From an optimization exercise on the open Yosys and OpenROAD flow, aimed at small area, a short achievable clock period and few clock cycles per item; shortcuts taken in it are not production practice.
Function was checked by simulation only, so behaviour that the tests miss may differ from the original.
Power figures rest on the tool's default switching activity, not on a simulated workload.

[flow/design.v]
`default_nettype none
package clush_pkg;
   localparam int BLOCK_WORDS_DEFAULT = 128;
   localparam int KEY_DEPTH = 128;
   localparam int KEY_AW = 7;
   localparam int CSR_IW = 3;
   localparam logic [CSR_IW-1:0] CSR_POLY_LO = 3'd0;
   localparam logic [CSR_IW-1:0] CSR_POLY_HI = 3'd1;
   localparam logic [CSR_IW-1:0] CSR_FKEY_LO = 3'd2;
   localparam logic [CSR_IW-1:0] CSR_FKEY_HI = 3'd3;
   localparam logic [CSR_IW-1:0] CSR_LEN_KEY = 3'd4;
   localparam logic [63:0] POLY_HI_MASK = 64'h3fff_ffff_ffff_ffff;
endpackage
`default_nettype wire
`default_nettype none
module clush_ram #(
   parameter int WIDTH = 64,
   parameter int DEPTH = 128
) (
   input  wire logic                       clock,
   input  wire logic                       wr_en,
   input  wire logic [$clog2(DEPTH)-1:0]   wr_addr,
   input  wire logic [WIDTH-1:0]           wr_data,
   input  wire logic [$clog2(DEPTH)-2:0]   rd_pair,
   output logic      [WIDTH-1:0]           rd_even,
   output logic      [WIDTH-1:0]           rd_odd
);
   logic [WIDTH-1:0] mem [DEPTH];
   always_ff @(posedge clock) begin
      if (wr_en) begin
         mem[wr_addr] <= wr_data;
      end
   end
   assign rd_even = mem[{rd_pair, 1'b0}];
   assign rd_odd  = mem[{rd_pair, 1'b1}];
endmodule
`default_nettype wire
`default_nettype none
import clush_pkg::*;
module carryless_universal_string_hash #(
   parameter int BLOCK_WORDS = clush_pkg::BLOCK_WORDS_DEFAULT
) (
   input  wire logic              clock,
   input  wire logic              reset,
   input  wire logic              req_valid,
   output logic                   req_stall,
   input  wire logic              req_cmd,
   input  wire logic [6:0]        req_key_index,
   input  wire logic [63:0]       req_word_data,
   input  wire logic [3:0]        req_valid_bytes,
   input  wire logic              req_last_word,
   output logic                   rsp_valid,
   input  wire logic              rsp_stall,
   output logic      [63:0]       rsp_hash_value,
   input  wire logic              csr_wr_en,
   input  wire logic [clush_pkg::CSR_IW-1:0] csr_index,
   input  wire logic [63:0]       csr_wdata
);
   localparam logic [2:0] J_NONE = 3'd0;   
   localparam logic [2:0] J_WORD = 3'd1;   
   localparam logic [2:0] J_LENU = 3'd2;   
   localparam logic [2:0] J_LENF = 3'd3;   
   localparam logic [2:0] J_FIN  = 3'd4;   
   localparam logic [2:0] J_F0   = 3'd5;   
   localparam logic [2:0] J_F1   = 3'd6;   
   localparam logic [2:0] J_FMIX = 3'd7;   
   function automatic logic [127:0] clmul64(input logic [63:0] a, input logic [63:0] b);
      logic [127:0] pp [64];
      for (int i = 0; i < 64; i++) begin
         pp[i] = ({64'd0, a} << i) & {128{b[i]}};
      end
      for (int s = 1; s < 64; s = s * 2) begin
         for (int i = 0; i < 64; i = i + 2 * s) begin
            pp[i] = pp[i] ^ pp[i + s];
         end
      end
      clmul64 = pp[0];
   endfunction
   function automatic logic [63:0] reduce64(input logic [127:0] a);
      logic [127:0] q;
      logic [63:0] h;
      h = a[127:64];
      q = {64'd0, h} ^ ({64'd0, h} << 1) ^ ({64'd0, h} << 3) ^ ({64'd0, h} << 4);
      reduce64 = q[63:0] ^ a[63:0] ^ {56'd0, 8'(q[67:64]) ^ (8'(q[67:64]) << 1) ^ (8'(q[67:64]) << 3) ^ (8'(q[67:64]) << 4)};
   endfunction
   logic [63:0] poly_lo_ff, poly_hi_ff, fkey_lo_ff, fkey_hi_ff, len_key_ff;
   always_ff @(posedge clock) begin
      if (reset) begin
         poly_lo_ff <= 64'd1;
         poly_hi_ff <= '0;
         fkey_lo_ff <= '0;
         fkey_hi_ff <= '0;
         len_key_ff <= '0;
      end else if (csr_wr_en) begin
         case (csr_index)
            CSR_POLY_LO: poly_lo_ff <= csr_wdata;
            CSR_POLY_HI: poly_hi_ff <= csr_wdata;
            CSR_FKEY_LO: fkey_lo_ff <= csr_wdata;
            CSR_FKEY_HI: fkey_hi_ff <= csr_wdata;
            CSR_LEN_KEY: len_key_ff <= csr_wdata;
            default: ;
         endcase
      end
   end
   logic        req_stall_ff;
   logic [1:0]  icnt_ff, icnt_in;
   logic        h_cmd_ff, h_last_ff, s_cmd_ff, s_last_ff;
   logic [6:0]  h_kidx_ff, s_kidx_ff;
   logic [63:0] h_data_ff, s_data_ff;
   logic [3:0]  h_vb_ff, s_vb_ff;
   logic        take, pop, split;
   assign req_stall = req_stall_ff;
   assign take = req_valid && !req_stall_ff;
   assign icnt_in = icnt_ff + 2'(take) - 2'(pop);
   always_ff @(posedge clock) begin
      if (reset) begin
         icnt_ff <= '0;
         req_stall_ff <= 1'b0;
      end else begin
         icnt_ff <= icnt_in;
         req_stall_ff <= (icnt_in == 2'd2);
      end
   end
   always_ff @(posedge clock) begin
      if (pop && icnt_ff == 2'd2) begin
         h_cmd_ff <= s_cmd_ff;
         h_last_ff <= s_last_ff;
         h_kidx_ff <= s_kidx_ff;
         h_data_ff <= s_data_ff;
         h_vb_ff <= s_vb_ff;
      end else if (take && (icnt_ff == 2'd0 || pop)) begin
         h_cmd_ff <= req_cmd;
         h_last_ff <= req_last_word;
         h_kidx_ff <= req_key_index;
         h_data_ff <= req_word_data;
         h_vb_ff <= req_valid_bytes;
      end else if (split) begin
         h_vb_ff <= '0;
      end
      if (take && icnt_ff == 2'd1 && !pop) begin
         s_cmd_ff <= req_cmd;
         s_last_ff <= req_last_word;
         s_kidx_ff <= req_key_index;
         s_data_ff <= req_word_data;
         s_vb_ff <= req_valid_bytes;
      end
   end
   logic [7:0]   pos_ff;          
   logic         folded_ff;       
   logic         bclr_ff;         
   logic [63:0]  bytes_ff;
   logic [63:0]  even_ff;         
   logic         fpend_ff;        
   logic [1:0]   fcnt_ff;
   logic         lenpend_ff, lenf_ff, finpend_ff;
   logic [1:0]   infl_ff;         
   logic [63:0]  ma_ff, mb_ff;
   logic [2:0]   jb_ff;
   logic         rb_ff, rfold_ff, eb_ff, ebf_ff;
   logic [127:0] bsum_ff, acc_ff, flo_ff, fhi_ff, fu_t_ff, fu_x_ff;
   logic         xv_ff;
   logic [63:0]  k_even, k_odd, wkey, wmask, wp, base;
   logic [3:0]   hn;
   logic         hv, roll, podd, h_word, h_endonly, h_split, h_elast, h_end, h_mul;
   logic         fwait, h_ready, f_ok, f_issue, mul_busy, h_go;
   logic [63:0]  ma_in, mb_in;
   logic [2:0]   jb_in;
   clush_ram #(.WIDTH(64), .DEPTH(KEY_DEPTH)) u_key_ram (
      .clock   (clock),
      .wr_en   (h_go && !h_cmd_ff),
      .wr_addr (h_kidx_ff),
      .wr_data (h_data_ff),
      .rd_pair (pos_ff[6:1]),
      .rd_even (k_even),
      .rd_odd  (k_odd)
   );
   assign hv = (icnt_ff != 2'd0);
   assign hn = (h_vb_ff > 4'd8) ? 4'd8 : h_vb_ff;
   always_comb begin
      for (int b = 0; b < 8; b++) begin
         wmask[8*b +: 8] = {8{hn > 4'(b)}};
      end
   end
   assign roll = pos_ff[7];
   assign podd = pos_ff[0];
   assign wkey = podd ? k_odd : k_even;
   assign wp = (h_data_ff & wmask) ^ wkey;
   assign base = bclr_ff ? 64'd0 : bytes_ff;
   assign h_word = h_cmd_ff && (hn != 4'd0);
   assign h_endonly = h_cmd_ff && (hn == 4'd0) && h_last_ff;
   assign h_split = h_word && h_last_ff && roll;
   assign h_elast = h_word && h_last_ff && !roll;
   assign h_end = h_elast || h_endonly;
   assign h_mul = h_word ? (podd || h_elast) : (h_endonly && podd);
   assign fwait = folded_ff && fpend_ff;
   assign h_ready = hv && !(h_word && roll && fwait)
                    && !(h_end && (lenpend_ff || finpend_ff || infl_ff == 2'd2 || fwait));
   assign f_ok = fpend_ff && !rb_ff;
   assign f_issue = f_ok && !lenpend_ff && !finpend_ff && !(h_ready && h_mul);
   assign mul_busy = lenpend_ff || finpend_ff || f_issue;
   assign h_go = h_ready && !(h_mul && mul_busy);
   assign pop = h_go && !h_split;
   assign split = h_go && h_split;
   always_comb begin
      jb_in = J_NONE;
      ma_in = (h_word && !podd) ? wp : even_ff;
      mb_in = (h_word && podd) ? wp : k_odd;
      if (lenpend_ff) begin
         jb_in = lenf_ff ? J_LENF : J_LENU;
         ma_in = bytes_ff;
         mb_in = len_key_ff;
      end else if (finpend_ff) begin
         jb_in = J_FIN;
         ma_in = fu_t_ff[63:0];
         mb_in = fu_t_ff[127:64];
      end else if (f_issue) begin
         jb_in = (fcnt_ff == 2'd0) ? J_F0 : (fcnt_ff == 2'd1) ? J_F1 : J_FMIX;
         ma_in = fcnt_ff[0] ? (poly_hi_ff & POLY_HI_MASK) : poly_lo_ff;
         mb_in = (fcnt_ff[0] ^ fcnt_ff[1]) ? acc_ff[127:64] : acc_ff[63:0];
      end else if (h_go && h_mul) begin
         jb_in = J_WORD;
      end
   end
   always_ff @(posedge clock) begin
      ma_ff <= ma_in;
      mb_ff <= mb_in;
      rfold_ff <= folded_ff;
      ebf_ff <= folded_ff;
      if (h_go && h_word && !podd && !h_elast) begin
         even_ff <= wp;
      end
      if (h_go && (h_word || h_endonly)) begin
         bytes_ff <= base + 64'(hn);
      end
   end
   always_ff @(posedge clock) begin
      if (reset) begin
         pos_ff <= '0;
         folded_ff <= 1'b0;
         bclr_ff <= 1'b1;
         fpend_ff <= 1'b0;
         fcnt_ff <= '0;
         lenpend_ff <= 1'b0;
         lenf_ff <= 1'b0;
         finpend_ff <= 1'b0;
         infl_ff <= '0;
         jb_ff <= J_NONE;
         rb_ff <= 1'b0;
         eb_ff <= 1'b0;
      end else begin
         jb_ff <= jb_in;
         rb_ff <= h_go && h_word && roll;
         eb_ff <= h_go && h_end;
         if (h_go && h_word) begin
            pos_ff <= h_elast ? 8'd0 : (roll ? 8'd1 : pos_ff + 8'd1);
            bclr_ff <= h_elast;
         end else if (h_go && h_endonly) begin
            pos_ff <= '0;
            bclr_ff <= 1'b1;
         end
         if (lenpend_ff) begin
            lenpend_ff <= 1'b0;
         end else if (finpend_ff) begin
            finpend_ff <= 1'b0;
         end else if (f_issue) begin
            fcnt_ff <= fcnt_ff + 2'd1;
            if (fcnt_ff == 2'd3) begin
               fpend_ff <= 1'b0;
            end
         end
         if (h_go && h_word && roll) begin
            folded_ff <= 1'b1;
            fpend_ff <= 1'b1;
            fcnt_ff <= '0;
         end
         if (h_go && h_end) begin
            lenpend_ff <= 1'b1;
            lenf_ff <= folded_ff;
            folded_ff <= 1'b0;
         end
         if (eb_ff && ebf_ff) begin
            finpend_ff <= 1'b1;
         end
         infl_ff <= infl_ff + 2'(h_go && h_end) - 2'(rsp_valid && !rsp_stall);
      end
   end
   logic [127:0] prod, bsum_new, fres;
   logic [63:0]  hl, hh;
   assign prod = clmul64(ma_ff, mb_ff);
   assign bsum_new = (rb_ff ? 128'd0 : bsum_ff) ^ ((jb_ff == J_WORD) ? prod : 128'd0);
   assign hl = fhi_ff[63:0];
   assign hh = fhi_ff[127:64];
   assign fres = {flo_ff[127:64] ^ (hh << 1) ^ (hl >> 63) ^ (hh << 2) ^ (hl >> 62),
                  flo_ff[63:0] ^ (hl << 1) ^ (hl << 2)};
   always_ff @(posedge clock) begin
      if (reset) begin
         bsum_ff <= '0;
         xv_ff <= 1'b0;
      end else begin
         bsum_ff <= eb_ff ? 128'd0 : bsum_new;
         xv_ff <= (jb_ff == J_LENU) || (jb_ff == J_FIN);
      end
   end
   always_ff @(posedge clock) begin
      if (rb_ff) begin
         acc_ff <= (rfold_ff ? fres : 128'd0) ^ bsum_ff;
      end
      if (eb_ff) begin
         fu_t_ff <= ebf_ff ? (fres ^ bsum_new ^ {fkey_hi_ff, fkey_lo_ff}) : bsum_new;
      end
      case (jb_ff)
         J_F0: flo_ff <= prod;
         J_F1: fhi_ff <= prod;
         J_FMIX: begin
            flo_ff[127:64] <= flo_ff[127:64] ^ prod[63:0];
            fhi_ff[63:0] <= fhi_ff[63:0] ^ prod[127:64];
         end
         J_LENU: fu_x_ff <= fu_t_ff ^ prod;
         J_LENF: fu_x_ff <= prod;
         J_FIN: fu_x_ff <= fu_x_ff ^ prod;
         default: ;
      endcase
   end
   logic        o0v_ff, o1v_ff;
   logic [63:0] o0_ff, o1_ff, hash;
   assign hash = reduce64(fu_x_ff);
   assign rsp_valid = o0v_ff;
   assign rsp_hash_value = o0_ff;
   always_ff @(posedge clock) begin
      if (reset) begin
         o0v_ff <= 1'b0;
         o1v_ff <= 1'b0;
      end else if (!o0v_ff || !rsp_stall) begin
         o0v_ff <= o1v_ff || xv_ff;
         o1v_ff <= o1v_ff && xv_ff;
      end else if (xv_ff) begin
         o1v_ff <= 1'b1;
      end
   end
   always_ff @(posedge clock) begin
      if (!o0v_ff || !rsp_stall) begin
         o0_ff <= o1v_ff ? o1_ff : hash;
         if (xv_ff) begin
            o1_ff <= hash;
         end
      end else if (xv_ff) begin
         o1_ff <= hash;
      end
   end
endmodule
`default_nettype wire
[flow/run.sh]
#!/bin/bash
# synth_recipe.tcl (not shown) runs the flow's synth.tcl, then flattens the netlist and writes it again
# the make line also repeats each setting of config.mk as NAME=value (left out here)
make -C /OpenROAD-flow-scripts/flow DESIGN_CONFIG=/design/flow/config.mk WORK_HOME=/design/flow/orfs CLKGATE_MAP_FILE= SYNTH_SCRIPT=/design/flow/synth_recipe.tcl finish
[flow/config.mk]
export PLATFORM = sky130hd
export DESIGN_NAME = carryless_universal_string_hash
export DESIGN_NICKNAME = carryless_universal_string_hash
export VERILOG_FILES = /design/flow/design.v
export SDC_FILE = /design/flow/constraint.sdc
export NUM_CORES = 8
export LEC_CHECK = 0
export CAP_MARGIN = 20
export CORE_MARGIN = 2
export CORE_UTILIZATION = 30
export SLEW_MARGIN = 20
export SYNTH_MEMORY_MAX_BITS = 16384
[flow/constraint.sdc]
create_clock -name core_clock -period 8.0 [get_ports {clock}]
set_input_delay 1.6000 -clock core_clock [delete_from_list [all_inputs] [get_ports {clock}]]
set_output_delay 1.6000 -clock core_clock [all_outputs]
set_load 0.01 [all_outputs]
==> notes.md <==
## layout make-up
class / count / area (sq um) / share of cell area [%]
Sequential cell: 9850 / 289900 / 57.47
Multi-Input combinational cell: 16351 / 146400 / 29.01
Clock buffer: 1174 / 25250 / 5.005
Tap cell: 19712 / 24660 / 4.889
Timing Repair Buffer: 1178 / 11740 / 2.327
Clock inverter: 580 / 5883 / 1.166
Antenna cell: 138 / 345.3 / 0.06845
Inverter: 77 / 305.3 / 0.06052
## cells by family after synthesis
| logic type | Yosys count | synth area share, % |
|---|---|---|
| DFF | 9850 | 65.26 |
| and+or+nand+nor | 6722 | 5.996 |
| xor gates and xnor gates | 5320 | 10.87 |
| muxes | 3039 | 14.06 |
| buffers and inverters | 2004 | 2.134 |
| AOI/OAI and AO/OA | 1258 | 1.642 |
| adders and majority gates | 12 | 0.03552 |
## synth_stat cells (all sizes together), types with 4 or more instances
master  number
nand2     5573
a21o         9
inv         76
o211ai      52
mux2i      317
edfxtp    9241
a221o       33
nor2b      362
mux4      2537
xnor3      119
nor3b        6
a31oi       12
o22ai       12
clkbuf     593
o21a         4
or3         16
a222oi       6
dfxtp      609
nand3b       5
nand2b      30
nand4       22
a21oi      708
a211oi      28
xnor2     3686
and3        11
o221ai       6
o311ai       5
and2        12
nor3        17
a221oi      60
a22oi       77
or2          7
nor2       596
o32ai        4
mux2       185
o21bai       5
xor2      1515
or4          4
nand3       51
buf       1334
ha          11
o21ai      230
## power by group through the flow
| stage | Sequential [mW] | Clock, mW | Combinational (mW) |
|---|---|---|---|
| after global routing | 72.5 | 48.1 | 119 |
| final | 72.6 | 45.8 | 115 |
| after floorplan | 76.3 | 0 | 76.1 |
| after global placement | 73.5 | 0 | 110 |
| after CTS | 72.4 | 46.1 | 113 |
| after detailed placement | 73.5 | 0 | 112 |
## worst max-delay path by stage
stage                      to  depth (start not counted)  startpoint
global placement    ma_ff[25]                         10    register
detailed placement  ma_ff[25]                         10    register
finish              ma_ff[25]                         10    register
global route        ma_ff[25]                         10    register
floorplan            s_cmd_ff                          6       eb_ff
CTS                 ma_ff[25]                         10    register
## through the flow
step | cells | cell area (sq um)
2_1_floorplan | 28205 | 443900
3_3_place_gp | 47134 | 472200
3_5_place_dp | 47165 | 472900
4_1_cts | 48919 | 504000
5_1_grt | 49000 | 504300
6_report | 49060 | 504500
## state kept, by name, indices dropped and copies added, names as in the netlist, 128 cells and up, named ones only
name,flops
acc_ff,128
u_key_ram.mem,8192
bsum_ff,128
fu_x_ff,128
fu_t_ff,128
flo_ff,128
## routing by layer
layer / part of all wire, % / vias up
li1: - / 103964
met1: 37 / 140722
met2: 44 / 19697
met3: 13 / 4447
met4: 6.0 / 62
met5: 0.024 / -
==> summary.txt <==
Critical path
  – Required time of the worst setup path: between 9000 and 10000 ps
  – Worst path bufs/invs: 2
  – CP Data Arrival Time: between 6000 and 7000 ps
  – Endpoint class of the critical path: register
  – Critical Path Fanout Max: between 70 and 80
  – Critical Path Max Stage Delay: 970 ps
  – Cell breakdown of the critical path: buf_12, mux4_2, mux4_2, a22oi_1, o211ai_1, buf_4, xor2_1, a21oi_2, o21ai_0, nand2_1
  – Worst Reg2Reg Path Length in Cells: 10
  – RR Endpoint: ma_ff[25]
  – Cell mode on critical path: mux4_2
  – Worst setup SP type: register
  – WS Path Type: register to register
  – Critical-path top delay cell: dfxtp_4
  – Internal reg-to-reg setup slack: 2450 ps
  – CP top delay family: compound AO/OA/AOI/OAI gates

STA
  – RSZ-0062 raised after global routing: false
  – Tightest Pin Transition: around 1300 ps
  – Crit share post-route: 69.32%
  – Fin crit period: ~5500 ps
  – Final setup viols: 0
  – Fin Hold WS: around 380 ps
  – Slew margin rel.: about an eighth
  – PnR worst setup slack: 2454 ps
  – Fin. Hold Viols: 0
  – Fin. max-slew vios: 0
  – Max Fclk: 180.3 MHz
  – Setup_tns: 0 ps
  – Clk_skew: between 100 and 150 ps

Drt
  – DRC: 0
  – Drt initial violations: 45895
  – Routed wire length: 1651000 um
  – Antenna viol nets, final: 0
  – Pre-antenna DRT Iters: 8
  – WL/cell: about 34 um
  – Vias per inst: roughly 5.5
  – Vias: 268892

Clock tree
  – CTS tree: yes
  – Root Driver: clkbuf_16
  – Hold-fix buffers, CTS: 0
  – Setup bufs post-CTS: 0
  – Clock Path Buffers: 5
  – Clock sink count: between 9000 and 10000
  – Total CTS buffers: 947
  – Clock latency (worst-skew pair): ~1200 ps
  – Post-CTS sizing: 0
  – Worst-path clk slew: around 70 ps
  – Htree depth: 6

Synthesis
  – Synth top area share: between 60% and 70%
  – FFs w/ async S/R, synth: 0%
  – Leading area contributor after synthesis: edfxtp_1
  – Syn_nets: between 20000 and 30000
  – Avg Cell Area, Syn: 15.74 sq um
  – Post-Synthesis Cells: 28205
  – Cell variety after synth: 73
  – Cell Area, Synth: between 400000 and 500000 sq um
  – Largest cells by area after synthesis: edfxtp_1 (63%), mux4_2 (13%), xnor2_1 (7.3%)
  – Yosys reg bits: between 9000 and 10000
  – EDFF count, synth: a little over 9000
  – Synth warnings: 3
  – Commonest register cell after synthesis: edfxtp_1
  – Seq/Total Area, Yosys: about 65%

Run
  – Max-cap violations: 0

Layout
  – Most common cell after layout, fill and taps aside: edfxtp_1
  – Final core area utilization: between 30% and 40%
  – P&R area growth vs syn: 13.65%
  – Fin nets: roughly 29000
  – Fill cells: 138975
  – Share of cells above drive strength 1: around a fifth
  – Most frequent cells in the layout: edfxtp_1 (9241), nand2_1 (5567), xnor2_1 (3644), mux4_2 (2537), xor2_1 (1504)

Global route
  – Gr usage total: about a fifth
  – GR Util met1: 28.02%
  – Met2 Usage GRT: 32.21%
  – Antenna violations before repair: around 150
  – Routing usage on met3: under 10%
  – GRT Max-Usage Layer: met2
  – First-pass GRT wire length: roughly 2200000 um
  – Total congestion overflow: 0
  – Vias in the first global route: around 260k
  – Largest net degree at the start of global routing: between 150 and 200

Placed design
  – Placement Setup Slack: ~2300 ps
  – DP HPWL: between 900000 and 1000000 um
  – GP Congestion: approximately 0.87
  – # port buffers: 214

Die
  – DIE AREA: ~1500000 sq um
  – Die span in x: 1220 um
  – Initial Util: roughly 30%
  – Core box area: about 1500000 sq um
  – I/O pins: around 220
  – # rows: 446
  – Die H: roughly 1200 um

Min path
  – WHS Endpoint: rfold_ff
  – Hold_sp: folded_ff
  – Hold Path Depth: 0
  – HP Class: register to register

Power
  – Combinational Power Share: between 40% and 50%
  – Clock network power share: a little under 20%
  – Max VDD drop: about 1.5 mV
  – Internal power: around 140 mW
  – Sw frac: between 40% and 50%
  – Power Total: roughly 230 mW
  – Part of the power in registers: 31.1%
  – Pwr Density: 463.0 nW/um^2
  – Leakage: ~160 nW
  – Psw: 97.27 mW

Status
  – Outcome: timing/DRC/antenna clean
Testbench counts, summed over its fixed seeds: cycles 12,515, words 12,396.

## static timing again, ports no longer ideal
The results above use ideal ports. As a check the final layout listed here was re-extracted and re-timed, cells and wires unchanged. Step 1: set_driving_cell puts a clkbuf_16 on clock and a buf_2 on each other input, an assumption about the parent block. Step 2 adds t to the input delays and takes it off the output delays; t is the mean of the earliest and latest rising clock arrival at the registers after step 1. Input paths then give back, and output paths get back, about the clock's delay inside the block. a / b / c = ideal ports / drivers / drivers and shift; a / b = the first two.
t (ns): 1.288
setup slack, ns: 2.454 / 2.454 / 2.454
worst setup path at the end: register to register
latest minus earliest clock arrival (ns): 0.165 / 0.164
After both steps setup and hold are still met in this run. The setup slack of this run moves by 0.000 ns with the drivers and by 0.000 ns with both steps.
